From an optimization exercise on the open Yosys and OpenROAD flow, aimed at a short achievable clock period and few clock cycles per item; shortcuts taken in it are not production practice. Where RTL was checked, it was by simulation tests only, not by an equivalence proof against the original. Function not checked in runs 1 to 3 and 5: the RTL went through the layout flow alone.

`flow/constraint.sdc`:
```
create_clock -name core_clock -period 8.0 [get_ports {clk}]
set_input_delay 1.6000 -clock core_clock [delete_from_list [all_inputs] [get_ports {clk}]]
set_output_delay 1.6000 -clock core_clock [all_outputs]
set_load 0.01 [all_outputs]
```
`flow/run.sh`:
```
#!/bin/bash
# synth_recipe.tcl (not shown) runs the flow's synth.tcl, then flattens the netlist and writes it again
# the make line also repeats each setting of config.mk as NAME=value (left out here)
make -C /OpenROAD-flow-scripts/flow DESIGN_CONFIG=/design/flow/config.mk WORK_HOME=/design/flow/orfs CLKGATE_MAP_FILE= SYNTH_SCRIPT=/design/flow/synth_recipe.tcl finish
```
`flow/config.mk`:
```
export PLATFORM = sky130hd
export DESIGN_NAME = cpu_top
export DESIGN_NICKNAME = cpu_top
export VERILOG_FILES = /design/flow/design.v
export SDC_FILE = /design/flow/constraint.sdc
export NUM_CORES = 4
export LEC_CHECK = 0
export CAP_MARGIN = 20
export CORE_MARGIN = 2
export CORE_UTILIZATION = 40
export SETUP_SLACK_MARGIN = 5
export SLEW_MARGIN = 20
export SYNTH_HIERARCHICAL = 1
```
`flow/design.v`:
```
`timescale 1ns/100ps
module ks_add16
(
    input  logic [15:0] x,
    input  logic [15:0] y,
    output logic [15:0] s
);
    always_comb begin
        logic [15:0] g, p, gg, pp, ng, np;
        g  = x & y;
        p  = x ^ y;
        gg = g;
        pp = p;
        for (int l = 0; l < 4; l++) begin
            ng = gg;
            np = pp;
            for (int i = 0; i < 16; i++) begin
                if (i >= (1 << l)) begin
                    ng[i] = gg[i] | (pp[i] & gg[i - (1 << l)]);
                    np[i] = pp[i] & pp[i - (1 << l)];
                end
            end
            gg = ng;
            pp = np;
        end
        s = p ^ {gg[14:0], 1'b0};
    end
endmodule
module cpu_top
(
    input  logic        clk,
    input  logic        reset,
    input  logic [15:0] mem_rdata,
    output logic [15:0] mem_addr,
    output logic        mem_we,
    output logic [15:0] mem_wdata,
    output logic        halted
);
    logic [15:0] regs [8];
    logic        z;
    logic [15:0] ma;       
    logic [15:0] man;      
    logic [15:0] mai;
    logic        we;
    logic [15:0] wd;
    logic        ir_v;
    logic [2:0]  ir_rx;
    logic [15:0] ir_pc;    
    logic [15:0] opa;      
    logic [15:0] opb;      
    logic [15:0] opx;      
    logic [15:0] opy;      
    logic [15:0] imm;      
    logic        c_alu;    
    logic        c_cmp;
    logic        c_mov;
    logic        c_ldi;    
    logic        c_ldic;   
    logic        c_jmp;    
    logic        c_ld;
    logic        c_st;
    logic        f_add;     
    logic        f_sub;     
    logic        f_oth;     
    logic        f_not;
    logic        f_and;
    logic        f_or;
    logic        zs_eq;     
    logic        zs_ff;     
    logic        zs_one;    
    logic        zs_and;
    logic        zs_or;
    logic        zs_add;
    logic        dcyc;
    logic [15:0] ib;        
    logic [15:0] ra;        
    logic [15:0] ra1;       
    logic [15:0] ra2;       
    logic        stale;     
    logic        hlt;       
    logic        run;       
    typedef struct packed {
        logic       halt;
        logic [2:0] rx;
        logic [2:0] ry;
        logic       alu, cmp, mov, ldi, jmp, jz, jnz, ld, st;
        logic       arith, useb, inc, dec, sub, fnot, fand, f_or;
        logic       zeq, zff, zone, zand, zor, zadd;
    } dec_t;
    function automatic dec_t decode(input logic [15:0] w);
        dec_t d;
        logic [5:0] op;
        op = w[15:10];
        d = '0;
        d.rx   = w[9:7];
        d.ry   = w[6:4];
        d.halt = (op == 6'd0);
        d.alu  = (op == 6'd4) || (op == 6'd5) || (op == 6'd6) ||
                 (op == 6'd7) || (op == 6'd8)  || (op == 6'd9) ||
                 (op == 6'd10) || (op == 6'd12);
        d.cmp  = (op == 6'd16);
        d.mov  = (op == 6'd32);
        d.ldi  = (op == 6'd35);
        d.jmp  = (op == 6'd23);
        d.jz   = (op == 6'd24);
        d.jnz  = (op == 6'd25);
        d.ld   = (op == 6'd33);
        d.st   = (op == 6'd37);
        d.arith = (op == 6'd5) || (op == 6'd6) || (op == 6'd10) ||
                  (op == 6'd12) || (op == 6'd16);
        d.useb  = (op == 6'd10) || (op == 6'd12) || (op == 6'd16);
        d.inc   = (op == 6'd5);
        d.dec   = (op == 6'd6);
        d.sub   = (op == 6'd12) || (op == 6'd16);
        d.fnot  = (op == 6'd4);
        d.fand  = (op == 6'd7);
        d.f_or  = (op == 6'd8);
        d.zeq   = (op == 6'd12) || (op == 6'd16) || (op == 6'd9);
        d.zff   = (op == 6'd4) || (op == 6'd5);
        d.zone  = (op == 6'd6);
        d.zand  = (op == 6'd7);
        d.zor   = (op == 6'd8);
        d.zadd  = (op == 6'd10);
        decode = d;
    endfunction
    logic [15:0] sum, logic_res, other_res, alu_res;
    logic        z_new;
    ks_add16 u_add (
        .x (opx),
        .y (opy),
        .s (sum)
    );
    always_comb begin
        if (f_not)      logic_res = ~opa;
        else if (f_and) logic_res = opa & opb;
        else if (f_or)  logic_res = opa | opb;
        else            logic_res = opa ^ opb;
    end
    assign other_res = c_mov ? opb : (c_ldic ? imm : logic_res);
    assign alu_res   = ({16{f_add}} & sum) | ({16{f_sub}} & ~sum) | ({16{f_oth}} & other_res);
    assign z_new = (zs_eq  && (opa == opb)) ||
                   (zs_ff  && (opa == 16'hffff)) ||
                   (zs_one && (opa == 16'h0001)) ||
                   (zs_and && ((opa & opb) == 16'h0000)) ||
                   (zs_or  && ((opa | opb) == 16'h0000)) ||
                   (zs_add && ((opa ^ opb) == {opa[14:0] | opb[14:0], 1'b0}));
    localparam int XC_N = 8;
    localparam int XC_B = 3;
    logic [15:0]        xc_d [XC_N];
    logic [15-XC_B:0]   xc_t [XC_N];
    logic [XC_N-1:0]    xc_v;
    logic x1;           
    logic one_cyc;      
    logic load_rd;      
    logic load_ib;      
    logic load;
    dec_t nd;
    dec_t d_rd, d_ib;
    logic [15:0] la;    
    logic [15:0] ma1, ma2, la1, la2;
    logic        z_next;
    logic        n_jcc, n_hit;
    logic [15:0] n_xd;
    logic [XC_B-1:0] n_idx;
    assign x1      = ir_v && !dcyc;
    assign one_cyc = !(c_ldi || c_jmp || c_ld || c_st);
    assign load_rd = !dcyc && (!ir_v || one_cyc);
    assign load_ib = dcyc && !(c_st && stale);
    assign load    = load_rd || load_ib;
    assign d_rd    = decode(mem_rdata);
    assign d_ib    = decode(ib);
    assign nd      = dcyc ? d_ib : d_rd;
    assign mai     = ~man;
    assign ma1     = mai + 16'd1;
    assign ma2     = mai + 16'd2;
    assign la      = dcyc ? ra : mai;
    assign la1     = dcyc ? ra1 : ma1;
    assign la2     = dcyc ? ra2 : ma2;
    assign z_next  = (x1 && (c_alu || c_cmp)) ? z_new : z;
    logic        hit_ma;
    logic [15:0] xd_ma;
    logic        ra_hit;
    logic [15:0] ra_xd;
    assign n_idx   = mai[XC_B-1:0];
    assign hit_ma  = xc_v[n_idx] && (xc_t[n_idx] == mai[15:XC_B]);
    assign xd_ma   = xc_d[n_idx];
    assign n_hit   = dcyc ? ra_hit : hit_ma;
    assign n_xd    = dcyc ? ra_xd : xd_ma;
    assign n_jcc   = nd.jz || nd.jnz;
    logic        wr_alu;
    logic        wr_mem;
    assign wr_alu = x1 && (c_alu || c_mov || c_ldic);
    assign wr_mem = (x1 && c_ldi) || (dcyc && c_ld);
    always_ff @(posedge clk or posedge reset) begin
        if (reset) begin
            for (int i = 0; i < 8; i++) regs[i] <= 16'd0;
        end else if (run) begin
            for (int i = 0; i < 8; i++) begin
                if (wr_alu && ir_rx == 3'(i))
                    regs[i] <= alu_res;
                else if (wr_mem && ir_rx == 3'(i))
                    regs[i] <= mem_rdata;
            end
        end
    end
    logic [15:0] rd_a, rd_b;
    logic        fa_alu, fa_mem, fb_alu, fb_mem;
    assign fa_alu = wr_alu && ir_rx == nd.rx;
    assign fb_alu = wr_alu && ir_rx == nd.ry;
    assign fa_mem = wr_mem && ir_rx == nd.rx;
    assign fb_mem = wr_mem && ir_rx == nd.ry;
    assign rd_a = fa_alu ? alu_res : (fa_mem ? mem_rdata : regs[nd.rx]);
    assign rd_b = fb_alu ? alu_res : (fb_mem ? mem_rdata : regs[nd.ry]);
    logic [15:0] ma_j;      
    logic [15:0] ma_nj;     
    logic        sel_j;
    logic        taken;
    logic [15:0] ma_jt;
    logic [15:0] ma_d;
    assign sel_j = load && n_jcc;
    assign taken = z_next ^ nd.jnz;
    assign ma_jt = n_hit ? n_xd : la1;
    assign ma_d  = ({16{sel_j && taken}} & ma_jt) | ({16{sel_j && !taken}} & la2) |
                   ({16{!sel_j}} & ma_nj);
    always_comb begin
        if (load) begin
            if (nd.jmp && n_hit)
                ma_nj = n_xd;
            else if (nd.ldi && n_hit)
                ma_nj = la2;
            else
                ma_nj = la1;
        end else if (dcyc) begin
            ma_nj = ra;
        end else if (c_ldi) begin
            ma_nj = ma1;
        end else if (c_jmp) begin
            ma_nj = mem_rdata;
        end else if (c_ld) begin
            ma_nj = opb;
        end else begin
            ma_nj = opa;
        end
    end
    always_ff @(posedge clk or posedge reset) begin
        if (reset) begin
            z     <= 1'b0;
            ma    <= 16'h0000;
            man   <= ~16'h0000;
            we    <= 1'b0;
            ir_v  <= 1'b0;
            dcyc  <= 1'b0;
            hlt   <= 1'b0;
            run   <= 1'b1;
            xc_v  <= '0;
        end else if (run) begin
            if (x1 && (c_alu || c_cmp))
                z <= z_new;
            ma   <= ma_d;
            man  <= ~ma_d;
            we   <= x1 && c_st;
            dcyc <= x1 && (c_ld || c_st);
            if (load) begin
                ir_v <= !nd.halt && !(n_jcc && !(z_next ^ nd.jnz)) &&
                        !((nd.jmp || n_jcc) && (z_next ^ nd.jnz || nd.jmp) && n_hit);
                hlt  <= nd.halt;
                run  <= !nd.halt;
            end else begin
                ir_v <= 1'b0;
            end
            if (x1 && (c_ldi || c_jmp))
                xc_v[ir_pc[XC_B-1:0]] <= 1'b1;
            if (x1 && c_st)
                xc_v[opa[XC_B-1:0] - 1'b1] <= 1'b0;
        end
    end
    always_ff @(posedge clk) begin
        if (load) begin
            ir_rx   <= nd.rx;
            ir_pc   <= la;
            opa     <= rd_a;
            opb     <= rd_b;
            opx     <= rd_a ^ {16{nd.sub}};
            opy     <= nd.useb ? rd_b : {{15{nd.dec}}, nd.dec | nd.inc};
            imm     <= n_xd;
            c_alu   <= nd.alu;
            c_cmp   <= nd.cmp;
            c_mov   <= nd.mov;
            c_ldi   <= nd.ldi && !n_hit;
            c_ldic  <= nd.ldi && n_hit;
            c_jmp   <= nd.jmp || n_jcc;
            c_ld    <= nd.ld;
            c_st    <= nd.st;
            f_add   <= nd.arith && !nd.sub;
            f_sub   <= nd.sub;
            f_oth   <= !nd.arith;
            f_not   <= nd.fnot;
            f_and   <= nd.fand;
            f_or    <= nd.f_or;
            zs_eq   <= nd.zeq;
            zs_ff   <= nd.zff;
            zs_one  <= nd.zone;
            zs_and  <= nd.zand;
            zs_or   <= nd.zor;
            zs_add  <= nd.zadd;
        end
        if (x1 && (c_ld || c_st)) begin
            ib    <= mem_rdata;
            ra    <= mai;
            ra1   <= ma1;
            ra2   <= ma2;
            stale <= (opa == mai);
            ra_xd <= xd_ma;
            ra_hit <= hit_ma && !(c_st && (opa[XC_B-1:0] - 1'b1) == n_idx);
        end
        if (x1 && c_st)
            wd <= opb;
        if (run && x1 && (c_ldi || c_jmp)) begin
            xc_d[ir_pc[XC_B-1:0]] <= mem_rdata;
            xc_t[ir_pc[XC_B-1:0]] <= ir_pc[15:XC_B];
        end
    end
    assign mem_addr  = ma;
    assign mem_we    = we;
    assign mem_wdata = wd;
    assign halted    = hlt;
endmodule
```
==> results.toml, run 1 <==
[worst_setup_path]
startpoint_type = "flop"
path_buf_inv = 1
worstSetupPathType = "reg2reg"
worstRegToRegCells = 11
cp.arrival_ns = 4.27
cpLargestDelayFamily = "compound AO/OA/AOI/OAI gates"
max_stage_delay_ns = 0.71
worst_ep_required_time_ns = 8.52
cp-end-kind = "flop"
cp.depth = 11
cp_slowest_cell = "dfstp_4"
crit_path_cell_trace = "buf_12 -> mux4_2 -> mux2i_4 -> xnor2_2 -> o2111ai_2 -> or4_4 -> o31a_4 -> and2_4 -> a21o_1 -> a221o_1 -> o21a_1"
critical_path.max_fanout = 7

[finish]
drive_above_1_share_pct = 27.5
area_growth_pct = 29.6
final_area_um2 = 41600
nets = 3143
diodes = 0

[synth]
synthesis.nets = 2880
yosysSeqAreaShare_pct = 55.0
synthCells = 2802
yosys.cell_types.count = 82
synth_area_leaders = "edfxtp_1 41%, dfrtp_1 12%, mux2i_1 3.7%"
avgSynthCellArea_um2 = 11.4
synth_edf_count = 442
synth-seq-cells = 616
yosys-top-cells-count = "442 x edfxtp_1, 312 x nand2_1, 166 x nor2_1, 157 x dfrtp_1"
synth.most_common_cell = "edfxtp_1"
ys.flop_type = "edfxtp_1"
synth_top_cell_by_area = "edfxtp_1"
synthArstFlopShare_pct = 28.2
syn_area_um2 = 32100
synth_warnings = 9
synth_top_area_share_pct = 41.4

[route]
wl_um = 120000
drtPass1Iterations = 6
drc_errors = 0
antenna_left = 0
viasPerCell = 6.29
drtIter0Drc = 3315
vias = 26300
wl_per_cell_um = 28.8

[clock_tree]
path_clk_slew_ns = 0.06
numCtsBuffers = 71
h-tree-depth = 3
cts_tree = "done"
cts-root-buf = "clkbuf_16"
insertion_delay_ns = 0.64
cts_sinks = 616
cts_buffer_depth = 3

[timing]
slew_headroom_pct = 20.0
worst_slack_ns = 4.25
rsz0062_at_grt = "true"
setup_viol = 0
fin_crit_ns = 3.75
skew_ns = 0.0413
finalCritPeriodShare_pct = 46.9
tns_ns = 0
finalHoldViolations = 0
maxSlewViolCount = 0
tightestPinTransition_ns = 1.20
timing.fmax_mhz = 267

[grt]
overflow = 0
grt_use_met2_pct = 45.5
grt_max_degree = 68
grtUsageTotal_pct = 28.3
grt_pass1_vias = 25500
antenna_found_initial = 2
grt_util_met1_pct = 36.2
gr-max-usage-layer = "met2"
grt_use_met3_pct = 4.74
grt_pass1_wl_um = 173000

[placement]
dpl.hpwl_um = 70500
portBuffers = 51
placed_cell_area_um2 = 34100
pre_cts_ws_ns = 2.55
gp_congestion = 0.950

[die]
rows = 103
die-height_um = 287
core_um2 = 79100
start_util_pct = 40.5
io_pins = 52
dieArea_um2 = 82500
die_w_um = 287

[flow_run]
cap_violations = 0

[min_path]
hp-class = "reg2reg"
hold_depth = 1

[status]
outcome = "finished clean"
==> Yosys stat by module, one instance, submodules excluded <==
module,copies in the design,cells inside,flops+latches,area (um^2)
ks_add16,1,90,0,687
cpu_top,1,2712,616,31400
==> metrics by stage <==
step           std cells  hold slack (ns)  util [%]
4_1_cts             4098            0.476      50.6
5_1_grt             4173            0.500      52.5
6_report            4173            0.472      52.5
2_1_floorplan       2802            0.447         -
3_3_place_gp        3781            0.459      43.1
3_5_place_dp        3783            0.467      43.1
==> routing by layer <==
metal / vias to the layer above / part of all wire, %
li1: 11100 / -
met1: 13100 / 38
met2: 1515 / 46
met3: 476 / 8.0
met4: 2 / 7.3
met5: - / 0.011
==> final timing paths <==
path	start	to	slack, ns
worst max-delay path	man[0]$_DFFE_PP1P_	ma[15]$_DFFE_PP0P_	4.25
worst min-delay path	ma[4]$_DFFE_PP0P_	ma[4]$_DFFE_PP0P_	0.47
worst min register to register	ma[4]$_DFFE_PP0P_	ma[4]$_DFFE_PP0P_	0.47
worst max register to register	man[0]$_DFFE_PP1P_	ma[15]$_DFFE_PP0P_	4.25
min in group asynchronous	reset	regs[0][8]$_DFFE_PP0P_	1.48
max in group asynchronous	reset	regs[0][14]$_DFFE_PP0P_	5.24
==> timing repair <==
item,4_1_cts,5_1_grt
hold buffers,0,0
gates cloned,29,6
endpoints found under the setup margin,528,266
pin swaps,95,84
buffers inserted,155,68
resized for setup,395,186
==> cell usage in the layout (no fill, tap or decap), types with 19 or more instances in the layout <==
| cell type | n |
|---|---|
| a211oi_1 | 120 |
| buf_12 | 47 |
| ha_1 | 55 |
| a21oi_2 | 24 |
| o21a_1 | 22 |
| inv_1 | 68 |
| a21o_1 | 155 |
| mux2_2 | 34 |
| nor2_1 | 136 |
| o21ai_0 | 68 |
| mux2i_1 | 106 |
| nand2b_1 | 21 |
| nand2_1 | 299 |
| dfrtp_1 | 155 |
| a21oi_1 | 103 |
| xnor2_1 | 52 |
| nand3_1 | 52 |
| buf_6 | 53 |
| o21ai_1 | 36 |
| dlygate4sd2_1 | 32 |
| o211ai_1 | 22 |
| nand4_1 | 22 |
| nor2_4 | 23 |
| xor2_1 | 50 |
| mux4_2 | 47 |
| nor2b_1 | 26 |
| a21oi_4 | 21 |
| a211oi_2 | 33 |
| and3_1 | 19 |
| edfxtp_1 | 442 |
| nor3_1 | 24 |
| buf_4 | 183 |
| clkbuf_16 | 75 |
==> cell families after synthesis <==
logic type / synth area share (%)
multiplexers: 8.64
AO/OA/AOI/OAI: 17.3
adder cells (fa/ha/maj): 2.36
XOR/XNOR: 3.00
buffers and inverters: 3.37
AND/OR/NAND/NOR: 10.3
flip-flops: 55.0
==> area by class of cell <==
type,instances,area [um^2]
fillers,6718,37500
flip-flops and latches,616,17700
multi-input cells,1928,15500
repair buffers,367,4270
clock buffers,87,1880
well taps,1050,1310
clock inverters,44,566
inverters,78,348
repair inverters,3,25.0
==> inputs of run 2 (changes only) <==
--- a/flow/design.v
+++ b/flow/design.v
@@ -194,7 +194,7 @@
     always_ff @(posedge clk or posedge reset) begin
         if (reset) begin
             for (int i = 0; i < 8; i++) regs[i] <= 16'd0;
-        end else if (run) begin
+        end else begin
             for (int i = 0; i < 8; i++) begin
                 if (wr_alu && ir_rx == 3'(i))
                     regs[i] <= alu_res;
@@ -253,18 +253,20 @@
             hlt   <= 1'b0;
             run   <= 1'b1;
             xc_v  <= '0;
-        end else if (run) begin
+        end else begin
             if (x1 && (c_alu || c_cmp))
                 z <= z_new;
             ma   <= ma_d;
             man  <= ~ma_d;
-            we   <= x1 && c_st;
+            we   <= x1 && c_st && run;
             dcyc <= x1 && (c_ld || c_st);
             if (load) begin
                 ir_v <= !nd.halt && !(n_jcc && !(z_next ^ nd.jnz)) &&
                         !((nd.jmp || n_jcc) && (z_next ^ nd.jnz || nd.jmp) && n_hit);
-                hlt  <= nd.halt;
-                run  <= !nd.halt;
+                if (nd.halt) begin
+                    hlt <= 1'b1;
+                    run <= 1'b0;
+                end
             end else begin
                 ir_v <= 1'b0;
             end
@@ -315,7 +317,7 @@
         end
         if (x1 && c_st)
             wd <= opb;
-        if (run && x1 && (c_ldi || c_jmp)) begin
+        if (x1 && (c_ldi || c_jmp)) begin
             xc_d[ir_pc[XC_B-1:0]] <= mem_rdata;
             xc_t[ir_pc[XC_B-1:0]] <= ir_pc[15:XC_B];
         end
==> run 2 against run 1 <==
Effect of this change:
- sequential share of layout area increased by 0.066 points
- critical path depth increased by 1
- setup slack improved by 0.21 ns
- routed wire length decreased by 2.0%
- flip-flop and latch count unchanged
- fmax increased by 5.9%
- first-iteration DRC count decreased by 2.2%
- area after synthesis decreased by 0.85%
- die area decreased by 0.84%
- synthesized cell count decreased by 0.86%
- critical path type unchanged
- critical endpoint is now ma[5]$_DFF_PP0_
- largest cell class unchanged
- highest routed layer unchanged
==> results.toml, run 2 <==
[status]
outcome = "finished clean"

[grt]
grtUsageTotal_pct = 27.8
grt_pass1_wl_um = 169000
grt_max_degree = 160
antenna_found_initial = 1
overflow = 0
grt_pass1_vias = 25100

[timing]
finalCritPeriodShare_pct = 44.2
fin_crit_ns = 3.54
tightestPinTransition_ns = 1.25
tns_ns = 0
slew_headroom_pct = 16.4
setup_viol = 0
finalHoldViolations = 0
skew_ns = 0.0527
rsz0062_at_grt = "true"
timing.fmax_mhz = 283
maxSlewViolCount = 0

[min_path]
hp-class = "reg2reg"

[worst_setup_path]
startpoint_type = "flop"
cp-end-kind = "flop"
worstSetupPathType = "reg2reg"
worst_ep_required_time_ns = 8.57
cp.arrival_ns = 4.11
critical_path.max_fanout = 8

[synth]
synthArstFlopShare_pct = 28.2
synth_area_leaders = "edfxtp_1 42%, dfrtp_1 12%, a211oi_1 3.9%"
synthCells = 2778
synthesis.nets = 2857
avgSynthCellArea_um2 = 11.4
synth_edf_count = 442
yosysSeqAreaShare_pct = 55.5
yosys-top-cells-count = "442 x edfxtp_1, 318 x nand2_1, 167 x a211oi_1, 164 x nor2_1, 161 x a21oi_1"
synth-seq-cells = 616
synth_top_area_share_pct = 41.7
synth_top_cell_by_area = "edfxtp_1"
synth.most_common_cell = "edfxtp_1"
ys.flop_type = "edfxtp_1"
yosys.cell_types.count = 79
syn_area_um2 = 31800
synth_warnings = 9

[route]
drc_errors = 0
drtPass1Iterations = 7
vias = 26000
drtIter0Drc = 3241
wl_per_cell_um = 28.5
viasPerCell = 6.31
wl_um = 118000
antenna_left = 0

[clock_tree]
numCtsBuffers = 71
h-tree-depth = 3
path_clk_slew_ns = 0.07
cts_tree = "done"
cts_sinks = 616
cts-root-buf = "clkbuf_16"
insertion_delay_ns = 0.65
ctsHoldBuffers = 0
cts_buffer_depth = 3

[finish]
nets = 3100
final_common_cell = "edfxtp_1"
area_growth_pct = 30.5
drive_above_1_share_pct = 28.6
instances_no_fill = 4130
layout_common_cells = "442 x edfxtp_1, 296 x nand2_1, 168 x buf_4"
fill_cells = 6559

[die]
start_util_pct = 40.3
rows = 103
die_w_um = 286
dieArea_um2 = 81800
io_pins = 52
core_um2 = 78900
die-height_um = 286

[placement]
gp_congestion = 0.960
dp.cells = 3761
portBuffers = 51
dpl.hpwl_um = 69100

[flow_run]
cap_violations = 0
-- run 2: cell count changes after synthesis, moves of 18 or more --
cell      previous run  this run
xor2_1              51        32
mux2i_1            120       101
o211ai_1            22         4
xnor2_1             59        84
o21ai_1             21         3
-- run 2: logic make-up (layout without fill, tap and decap cells) --
| kind of cell | Yosys count | after routing | share of synthesized area [%] |
|---|---|---|---|
| AND/OR/NAND/NOR | 743 | 748 | 10.7 |
| AO/OA/AOI/OAI | 785 | 785 | 17.1 |
| buffers and inverters | 270 | 564 | 3.39 |
| adder cells (fa/ha/maj) | 61 | 61 | 2.42 |
| other | 0 | 1 | 0 |
| XOR/XNOR | 116 | 116 | 3.19 |
| flip-flops | 616 | 616 | 55.5 |
| multiplexers | 187 | 189 | 7.78 |
-- run 2: area by class of cell --
cell class | instances | area, um^2 | share of cell area (%)
clock inverters | 36 | 452 | 1.09
well taps | 1050 | 1310 | 3.16
flip-flops and latches | 616 | 17700 | 42.5
clock buffers | 95 | 1910 | 4.59
repair inverters | 4 | 77.6 | 0.187
diodes | 1 | 2.50 | 0.00603
inverters | 86 | 408 | 0.983
repair buffers | 343 | 4150 | 10.0
multi-input cells | 1899 | 15500 | 37.4
-- run 2: per-module statistics from Yosys, one instance, submodules excluded --
| module | area [um^2] | cells inside |
|---|---|---|
| cpu_top | 31100 | 2688 |
| ks_add16 | 687 | 90 |
-- run 2: through the flow --
step                      setup slack (ns)  cell area, um^2  hold slack (ns)  util (%)
after global placement                2.69            34200            0.479      43.4
after floorplan                       4.19            32800            0.461         -
after CTS                             4.52            39600            0.505      50.3
after detailed placement              2.52            34200            0.484      43.4
after global routing                  4.41            41500            0.516      52.6
final                                 4.46            41500            0.504      52.6
-- run 2: metal layers --
| layer | part of all wire (%) | global-route usage, % |
|---|---|---|
| met4 | 5.8 | 14.3 |
| met1 | 39 | 35.7 |
| met3 | 8.8 | 5.16 |
| met5 | 0.011 | 0 |
| met2 | 47 | 44.9 |
-- run 2: what timing repair did --
item	CTS	global route
pin swaps	75	104
setup endpoints to repair	652	210
gates resized for setup	340	215
gates cloned	26	5
buffers inserted	131	75
-- run 2: worst paths after layout --
| path | from | slack, ns | to | cells after the start |
|---|---|---|---|---|
| setup / recovery | man[1]$_DFF_PP1_ | 4.46 | ma[5]$_DFF_PP0_ | 12 |
| hold reg to reg | run$_DFFE_PP1P_ | 0.50 | run$_DFFE_PP1P_ | 1 |
| setup reg to reg | man[1]$_DFF_PP1_ | 4.46 | ma[5]$_DFF_PP0_ | 12 |
| min in group asynchronous | reset | 1.35 | regs[5][2]$_DFFE_PP0P_ | 2 |
| max in group asynchronous | reset | 5.37 | regs[0][11]$_DFFE_PP0P_ | 3 |
| hold / removal | run$_DFFE_PP1P_ | 0.50 | run$_DFFE_PP1P_ | 1 |
-- run 2: critical path, cell delays in order (launching register included) --
cell and delay, ns:
dfstp_4 0.72, mux4_2 0.53, mux2i_2 0.21, xnor2_1 0.12, or4b_4 0.50, nor4_4 0.14
buf_4 0.19, a31oi_4 0.11, buf_12 0.20, buf_12 0.16, mux2_4 0.31, o22ai_4 0.12
a21o_1 0.14
==> inputs of run 3 (changes only) <==
--- a/flow/design.v
+++ b/flow/design.v
@@ -182,7 +182,12 @@
     logic        ra_hit;
     logic [15:0] ra_xd;
     assign n_idx   = mai[XC_B-1:0];
-    assign hit_ma  = xc_v[n_idx] && (xc_t[n_idx] == mai[15:XC_B]);
+    logic [XC_N-1:0] tag_eq;
+    always_comb begin
+        for (int k = 0; k < XC_N; k++)
+            tag_eq[k] = xc_v[k] && (xc_t[k] == mai[15:XC_B]);
+    end
+    assign hit_ma  = tag_eq[n_idx];
     assign xd_ma   = xc_d[n_idx];
     assign n_hit   = dcyc ? ra_hit : hit_ma;
     assign n_xd    = dcyc ? ra_xd : xd_ma;
@@ -216,12 +221,14 @@
     logic        sel_j;
     logic        taken;
     logic [15:0] ma_jt;
+    logic [15:0] ma_t, ma_n;
     logic [15:0] ma_d;
     assign sel_j = load && n_jcc;
     assign taken = z_next ^ nd.jnz;
     assign ma_jt = n_hit ? n_xd : la1;
-    assign ma_d  = ({16{sel_j && taken}} & ma_jt) | ({16{sel_j && !taken}} & la2) |
-                   ({16{!sel_j}} & ma_nj);
+    assign ma_t  = sel_j ? ma_jt : ma_nj;
+    assign ma_n  = sel_j ? la2 : ma_nj;
+    assign ma_d  = taken ? ma_t : ma_n;
     always_comb begin
         if (load) begin
             if (nd.jmp && n_hit)
@@ -261,8 +268,8 @@
             we   <= x1 && c_st && run;
             dcyc <= x1 && (c_ld || c_st);
             if (load) begin
-                ir_v <= !nd.halt && !(n_jcc && !(z_next ^ nd.jnz)) &&
-                        !((nd.jmp || n_jcc) && (z_next ^ nd.jnz || nd.jmp) && n_hit);
+                ir_v <= taken ? !nd.halt && !((nd.jmp || n_jcc) && n_hit)
+                              : !nd.halt && !n_jcc && !(nd.jmp && n_hit);
                 if (nd.halt) begin
                     hlt <= 1'b1;
                     run <= 1'b0;
==> run 3 against run 2 <==
Effect of this change:
- fmax is 3.5% lower
- core utilization increased by 0.61 points
- register-to-register slack got worse by 0.13 ns
- first-iteration DRC count up 8.6%
- cell count rose by 4.6%
- setup slack got worse by 0.13 ns
- count of clock-buffer cells in the layout rose by 3
- still clean on timing, DRC and antenna
==> results.toml, run 3 <==
[timing]
slew_headroom_pct = 19.7
tightestPinTransition_ns = 1.20
fin_crit_ns = 3.67
rsz0062_at_grt = "true"
finalHoldViolations = 0
finalCritPeriodShare_pct = 45.8
setup_viol = 0
timing.fmax_mhz = 273
tns_ns = 0
maxSlewViolCount = 0
skew_ns = 0.0275

[synth]
synthArstFlopShare_pct = 28.2
synth_top_cell_by_area = "edfxtp_1"
synth_warnings = 9
synth_area_leaders = "edfxtp_1 41%, dfrtp_1 12%, a211oi_1 3.9%"
ys.flop_type = "edfxtp_1"
syn_area_um2 = 32400
yosys.cell_types.count = 90
synth.most_common_cell = "edfxtp_1"
yosys-top-cells-count = "442 x edfxtp_1, 298 x nand2_1, 181 x nor2_1, 170 x a211oi_1, 157 x dfrtp_1"
avgSynthCellArea_um2 = 11.2
synth_top_area_share_pct = 41.0
yosysSeqAreaShare_pct = 54.5
synthesis.nets = 2963
synth_edf_count = 442
synthCells = 2885
synth-seq-cells = 616

[worst_setup_path]
worstSetupPathType = "reg2reg"
startpoint_type = "flop"
worst_ep_required_time_ns = 8.50
critical_path.max_fanout = 5
cp-end-kind = "flop"
cp.arrival_ns = 4.16

[clock_tree]
ctsHoldBuffers = 0
cts_buffer_depth = 3
h-tree-depth = 3
numCtsBuffers = 70
cts_sinks = 616
insertion_delay_ns = 0.63
path_clk_slew_ns = 0.06
cts-root-buf = "clkbuf_16"
cts_tree = "done"

[placement]
portBuffers = 51
gp_congestion = 0.984
dpl.hpwl_um = 76500

[grt]
grt_pass1_vias = 26300
grt_max_degree = 79
gr-max-usage-layer = "met2"
grt_pass1_wl_um = 181000
grtUsageTotal_pct = 29.7
overflow = 0
grt_util_met1_pct = 40.3
grt_use_met3_pct = 7.72
grt_use_met2_pct = 44.8
antenna_found_initial = 5

[route]
drc_errors = 0
wl_per_cell_um = 29.5
drtPass1Iterations = 6
wl_um = 128000
vias = 27300
viasPerCell = 6.32
antenna_left = 0
drtIter0Drc = 3521

[die]
die_w_um = 288
dieArea_um2 = 83200
rows = 104
core_um2 = 80300
die-height_um = 288
start_util_pct = 40.3
io_pins = 52

[min_path]
hp-class = "reg2reg"

[flow_run]
cap_violations = 0

[status]
outcome = "finished clean"

[finish]
fill_cells = 6624
diodes = 0
nets = 3284
final_common_cell = "edfxtp_1"
drive_above_1_share_pct = 31.1
area_growth_pct = 32.1
layout_common_cells = "442 x edfxtp_1, 269 x nand2_1, 237 x buf_4"
-- run 3: per-module statistics from Yosys (local to each module, per instance) --
module,flip-flops and latches,cell area (um^2),times used
ks_add16,0,687,1
cpu_top,616,31700,1
-- run 3: logic make-up (layout without fill, tap and decap cells) --
family | Yosys count | after routing | share of synthesized area, %
AO/OA/AOI/OAI | 817 | 819 | 17.5
AND/OR/NAND/NOR | 756 | 759 | 10.8
flip-flops | 616 | 616 | 54.5
buffers and inverters | 304 | 674 | 3.87
XOR/XNOR | 205 | 205 | 5.55
multiplexers | 127 | 129 | 5.40
adder cells (fa/ha/maj) | 60 | 60 | 2.34
-- run 3: per-stage QoR --
step / setup WS, ns / util [%] / cells / cell area [um^2] / hold WS, ns
finish: 4.33 / 53.2 / 4322 / 42700 / 0.463
global route: 4.28 / 53.2 / 4322 / 42700 / 0.481
CTS: 4.51 / 51.3 / 4239 / 41200 / 0.468
detailed placement: 1.92 / 42.8 / 3863 / 34400 / 0.458
global placement: 1.92 / 42.8 / 3862 / 34400 / 0.467
floorplan: 3.93 / - / 2885 / 33000 / 0.456
-- run 3: cell type report --
class / count / area [um^2] / share of cell area [%]
tap: 1060 / 1330 / 3.10
sequential: 616 / 17700 / 41.4
timing repair buffer: 439 / 4690 / 11.0
timing repair inverter: 2 / 15.0 / 0.0351
clock buffer: 98 / 2020 / 4.73
clock inverter: 30 / 293 / 0.685
multi-input combinational: 1972 / 16200 / 38.0
inverter: 105 / 450 / 1.05
-- run 3: what timing repair did --
item | 4_1_cts | 5_1_grt
pin swaps | 149 | 130
buffers inserted | 233 | 74
cloned | 15 | 5
setup endpoints to repair | 505 | 258
gates resized for setup | 534 | 199
-- run 3: layer usage --
| metal | vias to the layer above | wire length, um |
|---|---|---|
| li1 | 11500 | - |
| met1 | 13700 | 50300 |
| met2 | 1764 | 56300 |
| met3 | 377 | 14400 |
| met4 | 4 | 6450 |
| met5 | - | 26 |
-- run 3: path summary, 6_finish.rpt --
kind / endpoint / start / depth (start not counted) / slack (ns)
min in group asynchronous: hlt$_DFFE_PP0P_ / reset / 2 / 1.33
max in group asynchronous: regs[0][3]$_DFFE_PP0P_ / reset / 3 / 5.36
worst min register to register: hlt$_DFFE_PP0P_ / hlt$_DFFE_PP0P_ / 1 / 0.46
worst max register to register: ma[5]$_DFF_PP0_ / man[12]$_DFF_PP1_ / 13 / 4.33
worst max-delay path: ma[5]$_DFF_PP0_ / man[12]$_DFF_PP1_ / 13 / 4.33
worst min-delay path: hlt$_DFFE_PP0P_ / hlt$_DFFE_PP0P_ / 1 / 0.46
-- run 3: worst max-delay path, stage by stage (launching register included) --
cell and delay (ns):
dfstp_4 0.71, buf_6 0.13, xnor2_2 0.07, nor4_4 0.33
nand4_1 0.23, and4_1 0.28, or4_4 0.61, o21ai_4 0.21
buf_12 0.14, nor2_4 0.05, buf_4 0.18, buf_6 0.12
buf_6 0.12, a2111oi_4 0.35
==> inputs of run 4 (changes only) <==
--- a/flow/design.v
+++ b/flow/design.v
@@ -177,20 +177,28 @@
     assign la1     = dcyc ? ra1 : ma1;
     assign la2     = dcyc ? ra2 : ma2;
     assign z_next  = (x1 && (c_alu || c_cmp)) ? z_new : z;
+    logic        hit1_r, hit2_r;      
+    logic [15:0] xd1_r, xd2_r;
+    logic        seq1, seq2;          
     logic        hit_ma;
     logic [15:0] xd_ma;
     logic        ra_hit;
     logic [15:0] ra_xd;
-    assign n_idx   = mai[XC_B-1:0];
-    logic [XC_N-1:0] tag_eq;
-    always_comb begin
-        for (int k = 0; k < XC_N; k++)
-            tag_eq[k] = xc_v[k] && (xc_t[k] == mai[15:XC_B]);
-    end
-    assign hit_ma  = tag_eq[n_idx];
-    assign xd_ma   = xc_d[n_idx];
+    logic        hit1, hit2;
+    logic [XC_B-1:0] idx1, idx2;
+    logic [XC_B-1:0] upd_idx;         
+    logic        upd;
+    assign hit_ma  = (seq1 && hit1_r) || (seq2 && hit2_r);
+    assign xd_ma   = seq1 ? xd1_r : xd2_r;
     assign n_hit   = dcyc ? ra_hit : hit_ma;
     assign n_xd    = dcyc ? ra_xd : xd_ma;
+    assign n_idx   = mai[XC_B-1:0];
+    assign idx1    = la1[XC_B-1:0];
+    assign idx2    = la2[XC_B-1:0];
+    assign hit1    = xc_v[idx1] && (xc_t[idx1] == la1[15:XC_B]);
+    assign hit2    = xc_v[idx2] && (xc_t[idx2] == la2[15:XC_B]);
+    assign upd     = x1 && (c_ldi || c_jmp || c_st);
+    assign upd_idx = c_st ? opa[XC_B-1:0] - 1'b1 : ir_pc[XC_B-1:0];
     assign n_jcc   = nd.jz || nd.jnz;
     logic        wr_alu;
     logic        wr_mem;
@@ -218,6 +226,10 @@
     assign rd_b = fb_alu ? alu_res : (fb_mem ? mem_rdata : regs[nd.ry]);
     logic [15:0] ma_j;      
     logic [15:0] ma_nj;     
+    logic        s1_nj;     
+    logic        s2_nj;     
+    assign s1_nj = load ? !(nd.jmp && n_hit) && !(nd.ldi && n_hit) : (!dcyc && c_ldi);
+    assign s2_nj = load && !(nd.jmp && n_hit) && (nd.ldi && n_hit);
     logic        sel_j;
     logic        taken;
     logic [15:0] ma_jt;
@@ -254,6 +266,10 @@
             z     <= 1'b0;
             ma    <= 16'h0000;
             man   <= ~16'h0000;
+            seq1  <= 1'b0;
+            seq2  <= 1'b0;
+            hit1_r <= 1'b0;
+            hit2_r <= 1'b0;
             we    <= 1'b0;
             ir_v  <= 1'b0;
             dcyc  <= 1'b0;
@@ -265,6 +281,10 @@
                 z <= z_new;
             ma   <= ma_d;
             man  <= ~ma_d;
+            seq1 <= taken ? ((sel_j && !n_hit) || (!sel_j && s1_nj)) : (!sel_j && s1_nj);
+            seq2 <= taken ? (!sel_j && s2_nj) : (sel_j || s2_nj);
+            hit1_r <= hit1 && !(upd && upd_idx == idx1);
+            hit2_r <= hit2 && !(upd && upd_idx == idx2);
             we   <= x1 && c_st && run;
             dcyc <= x1 && (c_ld || c_st);
             if (load) begin
@@ -313,6 +333,8 @@
             zs_or   <= nd.zor;
             zs_add  <= nd.zadd;
         end
+        xd1_r <= xc_d[idx1];
+        xd2_r <= xc_d[idx2];
         if (x1 && (c_ld || c_st)) begin
             ib    <= mem_rdata;
             ra    <= mai;
@@ -320,7 +342,7 @@
             ra2   <= ma2;
             stale <= (opa == mai);
             ra_xd <= xd_ma;
-            ra_hit <= hit_ma && !(c_st && (opa[XC_B-1:0] - 1'b1) == n_idx);
+            ra_hit <= hit_ma && !(c_st && upd_idx == n_idx);
         end
         if (x1 && c_st)
             wd <= opb;
==> run 4 against run 3 <==
Effect of this change:
- non-clock buffer count shrank 24
- first-iteration DRC count is 3.4% higher
- die area rose by 9.7%
- synthesized cell count increased by 13%
- cell count is 10% higher
- area after synthesis up 9.8%
- routed wire length is 7.0% higher
- fmax increased by 15%
==> results.toml, run 4 <==
[status]
outcome = "finished clean"

[grt]
grt_pass1_vias = 28500
overflow = 0
grtUsageTotal_pct = 28.9
antenna_found_initial = 1
grt_pass1_wl_um = 194000
grt_max_degree = 69

[finish]
diodes = 0
final_common_cell = "nand2_1"
nets = 3618
instances_no_fill = 4764
drive_above_1_share_pct = 30.0
area_growth_pct = 30.5
layout_common_cells = "454 x nand2_1, 442 x edfxtp_1, 222 x buf_4"

[die]
io_pins = 52
die-height_um = 302
die_w_um = 302
core_um2 = 88200
start_util_pct = 40.3
dieArea_um2 = 91200
rows = 109

[worst_setup_path]
critical_path.max_fanout = 5
worst_ep_required_time_ns = 8.38
startpoint_type = "input pin"
r2r-start = "opa[7]$_DFFE_PN_"
worstSetupPathType = "in2reg"
cp-end-kind = "flop"
r2r_end = "ma[10]$_DFF_PP0_"
cp.arrival_ns = 3.58
r2r_slack_ns = 4.81
worstRegToRegCells = 13

[clock_tree]
cts_sinks = 652
cts_tree = "done"
h-tree-depth = 3
cts_buffer_depth = 3
cts-root-buf = "clkbuf_16"
insertion_delay_ns = 0.64
numCtsBuffers = 73
path_clk_slew_ns = 0.06
ctsHoldBuffers = 0

[timing]
slew_headroom_pct = 17.3
skew_ns = 0.0464
maxSlewViolCount = 0
rsz0062_at_grt = "true"
setup_viol = 0
finalHoldViolations = 0
finalCritPeriodShare_pct = 40.0
tightestPinTransition_ns = 1.24
tns_ns = 0
timing.fmax_mhz = 312
fin_crit_ns = 3.20

[min_path]
hp-class = "reg2reg"
hp-start = "hlt$_DFFE_PP0P_"
hold_depth = 1
hold_end = "hlt$_DFFE_PP0P_"

[synth]
synth.most_common_cell = "nand2_1"
avgSynthCellArea_um2 = 10.9
yosysSeqAreaShare_pct = 51.7
synth-seq-cells = 652
synthCells = 3263
synth_area_leaders = "edfxtp_1 37%, dfrtp_1 11%, nand2_1 4.9%"
yosys-top-cells-count = "467 x nand2_1, 442 x edfxtp_1, 201 x nor2_1, 172 x a211oi_1, 161 x dfrtp_1"
yosys.cell_types.count = 86
synth_top_area_share_pct = 37.4
synth_warnings = 9
synthArstFlopShare_pct = 27.3
synthesis.nets = 3342
syn_area_um2 = 35500
ys.flop_type = "edfxtp_1"
synth_top_cell_by_area = "edfxtp_1"
synth_edf_count = 442

[placement]
dpl.hpwl_um = 77000
dp.cells = 4329
gp_congestion = 0.920
portBuffers = 51

[route]
wl_um = 136000
drc_errors = 0
drtIter0Drc = 3640
viasPerCell = 6.29
antenna_left = 0
wl_per_cell_um = 28.6
drtPass1Iterations = 6
vias = 29900

[flow_run]
cap_violations = 0
## run 4: worst max-delay path: stages
cell and delay, ns:
buf_12 0.11, mux2i_4 0.19, buf_8 0.18, mux2_4 0.31, a221oi_2 0.29, a31oi_2 0.10, o221a_2 0.32, a211oi_2 0.26
a21oi_4 0.06, a21o_1 0.16
## run 4: cell families (layout without fill, tap and decap cells)
| group | Yosys count | in the layout | synth area share [%] |
|---|---|---|---|
| AO/OA/AOI/OAI | 888 | 889 | 17.5 |
| XOR/XNOR | 126 | 126 | 3.11 |
| adder cells (fa/ha/maj) | 61 | 61 | 2.17 |
| buffers and inverters | 337 | 665 | 3.94 |
| flip-flops | 652 | 652 | 51.7 |
| multiplexers | 240 | 245 | 9.50 |
| AND/OR/NAND/NOR | 959 | 961 | 12.1 |
## run 4: area by class of cell
type                            count  area (um^2)
Tap cell                         1165         1460
Clock inverter                     37          429
Inverter                          110          512
Fill cell                        7358        41900
Clock buffer                       98         2010
Multi-Input combinational cell   2282        18700
Timing Repair inverter              5         36.3
Sequential cell                   652        18400
Timing Repair Buffer              415         4810
## run 4: routing by layer
metal  vias up  global-route usage (%)  wire length, um
met3       407                    6.09            13800
li1      12800                       -                -
met2      1834                    45.4            62000
met1     14900                    38.2            52900
met5         -                       0                0
met4         0                    13.7             7710
## run 4: metrics by stage
stage	utilization, %	hold WS (ns)	instance area (um^2)	worst slack (ns)
2_1_floorplan	-	0.461	36300	4.13
3_3_place_gp	42.8	0.452	37800	2.70
3_5_place_dp	42.8	0.458	37800	2.61
4_1_cts	51.0	0.468	45000	4.75
5_1_grt	52.5	0.504	46400	4.72
6_report	52.5	0.474	46400	4.80
## run 4: worst max path at each step
| stage | endpoint | startpoint | slack [ns] | cells past startpoint |
|---|---|---|---|---|
| global route | regs[0][14]$_DFFE_PP0P_ | opx[0]$_DFFE_PN_ | 4.72 | 13 |
| CTS | opy[12]$_DFFE_PN_ | mem_rdata[12] | 4.75 | 6 |
| floorplan | dcyc$_DFF_PP0_ | reset | 4.13 | 1 |
| global placement | opy[0]$_DFFE_PN_ | mem_rdata[6] | 2.70 | 9 |
| detailed placement | opy[0]$_DFFE_PN_ | mem_rdata[6] | 2.61 | 9 |
| finish | opy[14]$_DFFE_PN_ | mem_rdata[6] | 4.80 | 10 |
## run 4: modules after synthesis, one instance, submodules excluded
module / times used / cells / cell area (um^2) / flip-flops and latches
ks_add16: 1 / 90 / 687 / 0
cpu_top: 1 / 3173 / 34800 / 652
## run 4: repair_timing
| action | 4_1_cts | 5_1_grt |
|---|---|---|
| endpoints found under the setup margin | 459 | 435 |
| pin swaps | 138 | 85 |
| gates resized for setup | 516 | 174 |
| setup buffers | 229 | 30 |
| hold endpoints to repair | 0 | 0 |
| gates cloned | 33 | 8 |
Testbench counts of run 4, summed over its fixed seeds: cycles 28,113, instrs 20,286.
==> inputs of run 5 (changes only) <==
--- a/flow/design.v
+++ b/flow/design.v
@@ -218,12 +218,12 @@
     end
     logic [15:0] rd_a, rd_b;
     logic        fa_alu, fa_mem, fb_alu, fb_mem;
-    assign fa_alu = wr_alu && ir_rx == nd.rx;
-    assign fb_alu = wr_alu && ir_rx == nd.ry;
-    assign fa_mem = wr_mem && ir_rx == nd.rx;
-    assign fb_mem = wr_mem && ir_rx == nd.ry;
-    assign rd_a = fa_alu ? alu_res : (fa_mem ? mem_rdata : regs[nd.rx]);
-    assign rd_b = fb_alu ? alu_res : (fb_mem ? mem_rdata : regs[nd.ry]);
+    assign fa_alu = wr_alu && ir_rx == d_rd.rx;
+    assign fb_alu = wr_alu && ir_rx == d_rd.ry;
+    assign fa_mem = dcyc && c_ld && ir_rx == d_ib.rx;
+    assign fb_mem = dcyc && c_ld && ir_rx == d_ib.ry;
+    assign rd_a = fa_alu ? alu_res : (fa_mem ? mem_rdata : (dcyc ? regs[d_ib.rx] : regs[d_rd.rx]));
+    assign rd_b = fb_alu ? alu_res : (fb_mem ? mem_rdata : (dcyc ? regs[d_ib.ry] : regs[d_rd.ry]));
     logic [15:0] ma_j;      
     logic [15:0] ma_nj;     
     logic        s1_nj;     
==> run 5 against run 4 <==
Effect of this change:
- setup slack got worse by 0.031 ns
- flip-flop and latch count unchanged
- count of clock-buffer cells in the layout decreased by 3
- non-clock buffer count decreased by 80
- cell count decreased by 2.8%
- fmax decreased by 0.96%
- synthesized cell count decreased by 3.0%
- critical path depth increased by 3
- via count decreased by 0.52%
- sequential share of layout area increased by 0.28 points
- hold slack got worse by 0.015 ns
- critical endpoint is now regs[0][8]$_DFFE_PP0P_
==> results.toml, run 5 <==
[worst_setup_path]
worst_ep_required_time_ns = 8.53
max_stage_delay_ns = 0.44
cp-end-kind = "flop"
worstSetupPathType = "reg2reg"
crit_path_end = "regs[0][8]$_DFFE_PP0P_"
r2r_end = "regs[0][8]$_DFFE_PP0P_"
cp-startpoint = "opy[0]$_DFFE_PN_"
crit_path_cell_trace = "ha_4 -> fa_2 -> a211oi_4 -> buf_4 -> o21bai_1 -> a21oi_2 -> o21ai_2 -> xor2_1 -> mux2_4 -> a221oi_4 -> buf_6 -> a211oi_2 -> a21o_1"
worstRegToRegCells = 13
startpoint_type = "flop"
r2r-start = "opy[0]$_DFFE_PN_"
cp.arrival_ns = 3.76
r2r_slack_ns = 4.77
critical_path.max_fanout = 8
cp_slowest_cell = "edfxtp_1"

[route]
vias = 29800
drc_errors = 0
drtPass1Iterations = 6
wl_per_cell_um = 29.6
drtIter0Drc = 4023
wl_um = 137000
viasPerCell = 6.43
antenna_left = 0

[clock_tree]
path_clk_slew_ns = 0.06
cts_buffer_depth = 3
ctsHoldBuffers = 0
cts_tree = "done"
insertion_delay_ns = 0.66
numCtsBuffers = 74
h-tree-depth = 3
cts-root-buf = "clkbuf_16"
cts_sinks = 652

[grt]
grt_pass1_vias = 28300
antenna_found_initial = 1
grtUsageTotal_pct = 28.0
grt_pass1_wl_um = 196000
grt_max_degree = 81
overflow = 0

[synth]
synth-seq-cells = 652
synth.most_common_cell = "edfxtp_1"
syn_area_um2 = 37300
avgSynthCellArea_um2 = 11.8
yosys.cell_types.count = 89
synthCells = 3166
synth_area_leaders = "edfxtp_1 36%, dfrtp_1 11%, mux4_2 9.1%"
synth_edf_count = 442
ys.flop_type = "edfxtp_1"
synth_top_cell_by_area = "edfxtp_1"
synthesis.nets = 3244
synthArstFlopShare_pct = 27.3
synth_top_area_share_pct = 35.6
yosysSeqAreaShare_pct = 49.3
yosys-top-cells-count = "442 x edfxtp_1, 220 x nand2_1, 170 x clkbuf_1, 164 x a211oi_1, 163 x mux2i_1"
synth_warnings = 9

[min_path]
hp-class = "reg2reg"

[timing]
skew_ns = 0.0441
tns_ns = 0
finalCritPeriodShare_pct = 40.4
slew_headroom_pct = 13.4
finalHoldViolations = 0
tightestPinTransition_ns = 1.30
setup_viol = 0
fin_crit_ns = 3.23
maxSlewViolCount = 0
timing.fmax_mhz = 309
rsz0062_at_grt = "true"

[placement]
dpl.hpwl_um = 81300
gp_congestion = 0.946
dp.cells = 4290
portBuffers = 51

[finish]
final_core_util_pct = 50.1
instances_no_fill = 4632
area_growth_pct = 23.6
drive_above_1_share_pct = 29.2
final_common_cell = "edfxtp_1"
nets = 3404
layout_common_cells = "442 x edfxtp_1, 215 x nand2_1, 194 x buf_4"

[die]
core_um2 = 91900
io_pins = 52
rows = 111
dieArea_um2 = 95600
die-height_um = 309
die_w_um = 309
start_util_pct = 40.5

[flow_run]
cap_violations = 0

[status]
outcome = "finished clean"
## run 5: cells by family after synthesis
logic type	count (synthesis)	share of synthesized area [%]
simple gates	598	7.46
fa+ha+maj	60	2.03
mux	420	16.7
xor+xnor	137	3.27
compound gates	933	17.2
flops	652	49.3
buf+inv	366	3.98
## run 5: stage by stage
step | hold WS [ns] | setup slack, ns | instance area, um^2
after floorplan | 0.450 | 4.13 | 38100
after global placement | 0.456 | 3.19 | 39400
after detailed placement | 0.460 | 3.07 | 39500
after CTS | 0.469 | 4.79 | 44600
after global routing | 0.476 | 4.67 | 46000
final | 0.459 | 4.77 | 46100
## run 5: how the worst min path moves through the flow
stage | from | to | slack, ns | cells after the start
3_5_place_dp | hlt$_DFFE_PP0P_ | hlt$_DFFE_PP0P_ | 0.46 | 1
4_1_cts | hlt$_DFFE_PP0P_ | hlt$_DFFE_PP0P_ | 0.47 | 1
3_3_place_gp | hlt$_DFFE_PP0P_ | hlt$_DFFE_PP0P_ | 0.46 | 1
6_report | hlt$_DFFE_PP0P_ | hlt$_DFFE_PP0P_ | 0.46 | 1
5_1_grt | hlt$_DFFE_PP0P_ | hlt$_DFFE_PP0P_ | 0.48 | 1
2_1_floorplan | regs[1][10]$_DFFE_PP0P_ | regs[1][10]$_DFFE_PP0P_ | 0.45 | 1
## run 5: cell type report
cell class,count,area [um^2]
flip-flops and latches,652,18400
repair inverters,2,25.0
inverters,111,514
well taps,1243,1560
diodes,3,7.51
clock inverters,41,483
repair buffers,335,3800
fillers,8001,45900
clock buffers,95,2020
multi-input cells,2150,19200
## run 5: Yosys stat by module, one instance, submodules excluded
module,times used,flip-flops and latches
ks_add16,1,0
cpu_top,1,652
## run 5: worst max-delay path: cells and delay by family, from the launching register on
family          cells  cell delay, ns
fa+ha+maj           2            0.59
mux                 1            0.33
compound gates      7            1.22
flops               1            0.44
buf+inv             2            0.36
xor+xnor            1            0.18
## run 5: timing repair
action / 4_1_cts / 5_1_grt
setup endpoints to repair: 776 / 305
setup buffers: 112 / 66
cloned: 19 / 5
resized for setup: 333 / 153
endpoints found under the hold margin: 0 / 0
pin swaps: 62 / 55
## run 5: layer usage
layer	routed length [um]	up-vias	GRT usage, %
li1	-	12600	-
met2	62400	1901	43.8
met4	6490	2	12.4
met5	13	-	0
met1	53900	14900	37.5
met3	14300	397	5.90
==> inputs of run 6 (changes only) <==
--- a/flow/design.v
+++ b/flow/design.v
@@ -23,7 +23,7 @@
             gg = ng;
             pp = np;
         end
-        s = p ^ {gg[14:0], 1'b0};
+        s = p ^ {gg[14:1], ~(~x[0] | ~y[0]), 1'b0};
     end
 endmodule
 module cpu_top
@@ -202,28 +202,41 @@
     assign n_jcc   = nd.jz || nd.jnz;
     logic        wr_alu;
     logic        wr_mem;
+    logic        wb_v;
+    logic [2:0]  wb_rx;
+    logic [15:0] wb_d;
     assign wr_alu = x1 && (c_alu || c_mov || c_ldic);
     assign wr_mem = (x1 && c_ldi) || (dcyc && c_ld);
     always_ff @(posedge clk or posedge reset) begin
         if (reset) begin
             for (int i = 0; i < 8; i++) regs[i] <= 16'd0;
+            wb_v <= 1'b0;
         end else begin
             for (int i = 0; i < 8; i++) begin
-                if (wr_alu && ir_rx == 3'(i))
-                    regs[i] <= alu_res;
-                else if (wr_mem && ir_rx == 3'(i))
+                if (wr_mem && ir_rx == 3'(i))
                     regs[i] <= mem_rdata;
+                else if (wb_v && wb_rx == 3'(i))
+                    regs[i] <= wb_d;
             end
+            wb_v <= wr_alu;
         end
     end
-    logic [15:0] rd_a, rd_b;
+    always_ff @(posedge clk) begin
+        wb_rx <= ir_rx;
+        wb_d  <= alu_res;
+    end
+    logic [15:0] rd_a, rd_b, rf_a, rf_b;
     logic        fa_alu, fa_mem, fb_alu, fb_mem;
     assign fa_alu = wr_alu && ir_rx == d_rd.rx;
     assign fb_alu = wr_alu && ir_rx == d_rd.ry;
     assign fa_mem = dcyc && c_ld && ir_rx == d_ib.rx;
     assign fb_mem = dcyc && c_ld && ir_rx == d_ib.ry;
-    assign rd_a = fa_alu ? alu_res : (fa_mem ? mem_rdata : (dcyc ? regs[d_ib.rx] : regs[d_rd.rx]));
-    assign rd_b = fb_alu ? alu_res : (fb_mem ? mem_rdata : (dcyc ? regs[d_ib.ry] : regs[d_rd.ry]));
+    assign rf_a = dcyc ? ((wb_v && wb_rx == d_ib.rx) ? wb_d : regs[d_ib.rx])
+                       : ((wb_v && wb_rx == d_rd.rx) ? wb_d : regs[d_rd.rx]);
+    assign rf_b = dcyc ? ((wb_v && wb_rx == d_ib.ry) ? wb_d : regs[d_ib.ry])
+                       : ((wb_v && wb_rx == d_rd.ry) ? wb_d : regs[d_rd.ry]);
+    assign rd_a = fa_alu ? alu_res : (fa_mem ? mem_rdata : rf_a);
+    assign rd_b = fb_alu ? alu_res : (fb_mem ? mem_rdata : rf_b);
     logic [15:0] ma_j;      
     logic [15:0] ma_nj;     
     logic        s1_nj;     
@@ -306,6 +319,10 @@
     always_ff @(posedge clk) begin
         if (load) begin
             ir_rx   <= nd.rx;
+            c_ld    <= nd.ld;
+            c_st    <= nd.st;
+        end
+        begin
             ir_pc   <= la;
             opa     <= rd_a;
             opb     <= rd_b;
@@ -318,8 +335,6 @@
             c_ldi   <= nd.ldi && !n_hit;
             c_ldic  <= nd.ldi && n_hit;
             c_jmp   <= nd.jmp || n_jcc;
-            c_ld    <= nd.ld;
-            c_st    <= nd.st;
             f_add   <= nd.arith && !nd.sub;
             f_sub   <= nd.sub;
             f_oth   <= !nd.arith;
--- a/flow/config.mk
+++ b/flow/config.mk
@@ -7,7 +7,8 @@
 export LEC_CHECK = 0
 export CAP_MARGIN = 20
 export CORE_MARGIN = 2
-export CORE_UTILIZATION = 40
+export CORE_UTILIZATION = 60
+export PLACE_DENSITY = 0.75
 export SETUP_SLACK_MARGIN = 5
 export SLEW_MARGIN = 20
 export SYNTH_HIERARCHICAL = 1
==> run 6 against run 5 <==
Effect of this change:
- cell area grew 0.53%
- largest cell class unchanged
- global-route usage increased by 15 points
- critical endpoint is now ma[14]$_DFF_PP0_
- clock skew up 0.0060 ns
- critical path type is now in2reg
==> results.toml, run 6 <==
[synth]
synth_warnings = 9
yosys.cell_types.count = 95
synth_top_cell_by_area = "edfxtp_1"
synth.most_common_cell = "edfxtp_1"
yosys-top-cells-count = "330 x edfxtp_1, 299 x nand2_1, 288 x mux2i_1, 285 x a21oi_1, 243 x o21ai_0"
ys.flop_type = "edfxtp_1"
synthArstFlopShare_pct = 26.6
synth_area_leaders = "edfxtp_1 26%, dfrtp_1 11%, dfxtp_1 8.5%"
synthCells = 3614
synthesis.nets = 3691
syn_area_um2 = 38300
yosysSeqAreaShare_pct = 46.2
synth_edf_count = 330
avgSynthCellArea_um2 = 10.6
synth-seq-cells = 672
synth_top_area_share_pct = 25.9

[grt]
grt_max_degree = 178
grt_pass1_vias = 31600
antenna_found_initial = 5
grt_pass1_wl_um = 211000
grtUsageTotal_pct = 43.1
overflow = 0

[finish]
layout_common_cells = "330 x edfxtp_1, 294 x nand2_1, 276 x a21oi_1"
fill_cells = 4195
instances_no_fill = 4617
nets = 3779
final_area_um2 = 46300
final_common_cell = "edfxtp_1"
drive_above_1_share_pct = 24.8
area_growth_pct = 21.0
seqCellArea_um2 = 17800
multi_input_area_um2 = 20500

[worst_setup_path]
worstSetupPathType = "in2reg"
worst_ep_required_time_ns = 8.53
cp.arrival_ns = 3.66
cp-end-kind = "flop"
critical_path.max_fanout = 6
startpoint_type = "input pin"

[timing]
setup_viol = 0
tightestPinTransition_ns = 1.17
fin_crit_ns = 3.13
finalCritPeriodShare_pct = 39.1
rsz0062_at_grt = "true"
maxSlewViolCount = 0
worst_slack_ns = 4.87
tns_ns = 0
slew_headroom_pct = 19.6
finalHoldViolations = 0
timing.fmax_mhz = 319
skew_ns = 0.0501

[die]
die_w_um = 257
dieArea_um2 = 65800
start_util_pct = 60.7
die-height_um = 257
rows = 92
io_pins = 52
core_um2 = 63100

[placement]
pre_cts_ws_ns = 3.26
dpl.hpwl_um = 88500
gp_congestion = 1.02
placed_cell_area_um2 = 39700
portBuffers = 51
dp.cells = 4284

[route]
vias = 33900
antenna_left = 0
wl_per_cell_um = 32.3
drtIter0Drc = 5835
wl_um = 149000
viasPerCell = 7.35
drc_errors = 0
drtPass1Iterations = 10

[clock_tree]
ctsHoldBuffers = 0
cts-root-buf = "clkbuf_16"
path_clk_slew_ns = 0.06
cts_tree = "done"
numCtsBuffers = 73
cts_buffer_depth = 3
insertion_delay_ns = 0.65
cts_sinks = 672
h-tree-depth = 3

[status]
outcome = "finished clean"

[flow_run]
cap_violations = 0

[min_path]
hp-class = "reg2reg"
run 6: changes by cell type after synthesis, sizes merged, moves of 42 or more:
cell | previous run | this run
a21o | 146 | 22
edfxtp | 442 | 330
nand2 | 220 | 299
nor2 | 159 | 231
dfxtp | 32 | 163
o211ai | 59 | 17
mux2i | 164 | 291
clkbuf | 170 | 222
o21ai | 165 | 250
a21oi | 138 | 285
a211oi | 165 | 45
run 6: per-layer routing:
| layer | vias up | track usage, % | routed length, um |
|---|---|---|---|
| met4 | 4 | 23.2 | 10400 |
| met3 | 751 | 12.9 | 22400 |
| met2 | 3145 | 63.4 | 64000 |
| met5 | - | 0 | 122 |
| met1 | 16300 | 57.6 | 52100 |
| li1 | 13700 | - | - |
run 6: logic make-up (layout without fill, tap and decap cells):
kind of cell,after synthesis,count (layout),share of synthesized area (%)
compound gates,966,966,15.9
simple gates,845,845,10.3
flops,672,672,46.2
mux,512,512,17.8
buf+inv,412,561,4.27
xor+xnor,148,148,3.48
fa+ha+maj,59,59,1.95
other cells,0,8,0
run 6: what timing repair did:
| item | 4_1_cts | 5_1_grt |
|---|---|---|
| setup buffers | 69 | 89 |
| setup endpoints to repair | 194 | 131 |
| cloned | 24 | 6 |
| pin swaps | 30 | 74 |
| resized for setup | 328 | 157 |
run 6: worst paths after layout:
path,start,endpoint,slack [ns],depth (start not counted)
min in group asynchronous,reset,regs[3][12]$_DFFE_PP0P_,1.18,2
max in group asynchronous,reset,dcyc$_DFF_PP0_,5.61,4
worst min-delay path,run$_DFFE_PP1P_,run$_DFFE_PP1P_,0.49,1
worst min register to register,run$_DFFE_PP1P_,run$_DFFE_PP1P_,0.49,1
worst max register to register,opb[13]$_DFF_P_,ma[14]$_DFF_PP0_,4.89,14
worst max-delay path,mem_rdata[15],ma[14]$_DFF_PP0_,4.87,11
run 6: modules after synthesis (local to each module, per instance):
module	cells	flops+latches	area [um^2]	times used
cpu_top	3524	672	37600	1
ks_add16	90	0	687	1
run 6: layout make-up:
type	count	area share, %
diodes	8	0.0432
clock buffers	94	4.40
clock inverters	42	1.25
inverters	100	0.924
multi-input cells	2530	44.3
flip-flops and latches	672	38.4
well taps	846	2.29
repair buffers	325	8.35
run 6: critical path: stages:
cell	delay, ns
buf_8	0.10
buf_12	0.12
or3b_4	0.37
o32a_1	0.42
nor2_4	0.16
xnor2_4	0.10
buf_12	0.15
buf_8	0.14
buf_12	0.12
mux2i_4	0.18
o21a_1	0.19
run 6: metrics by stage:
step	hold WS [ns]	util, %
2_1_floorplan	0.346	-
3_3_place_gp	0.455	62.9
3_5_place_dp	0.483	62.9
4_1_cts	0.491	70.8
5_1_grt	0.511	73.4
6_report	0.488	73.4
Testbench counts of run 6, summed over its fixed seeds: cycles 28,113, instrs 20,286.

[port drivers added, routing unchanged]
In the flow no input, the clock included, has a driving cell. The finished layouts below were timed again as built, in two steps. Step 1 assumes that a clkbuf_16 drives the clock port and a buf_2 every other input. Step 2 also shifts input and output timing later by t, the mid clock arrival at the registers, as if the neighbouring blocks saw the same clock. a / b / c = ideal / step 1 / step 2; a / b = the first two.
run	t (ns)	setup WS [ns]	worst setup path at the end	pins driven straight from the clock port
run 1	0.695	4.252 / 4.252 / 3.623	input to register	1
run 2	0.694	4.462 / 4.462 / 3.929	input to register	1
run 3	0.680	4.334 / 4.334 / 3.916	input to register	1
run 4	0.693	4.799 / 4.782 / 4.089	input to register	1
run 5	0.724	4.768 / 4.768 / 4.105	input to register	1
run 6	0.704	4.869 / 4.817 / 4.113	input to register	1
After both steps every run listed still meets setup and hold. The setup slack of run 6, which loses most, moves by -0.052 ns with the drivers and by -0.756 ns with both steps.
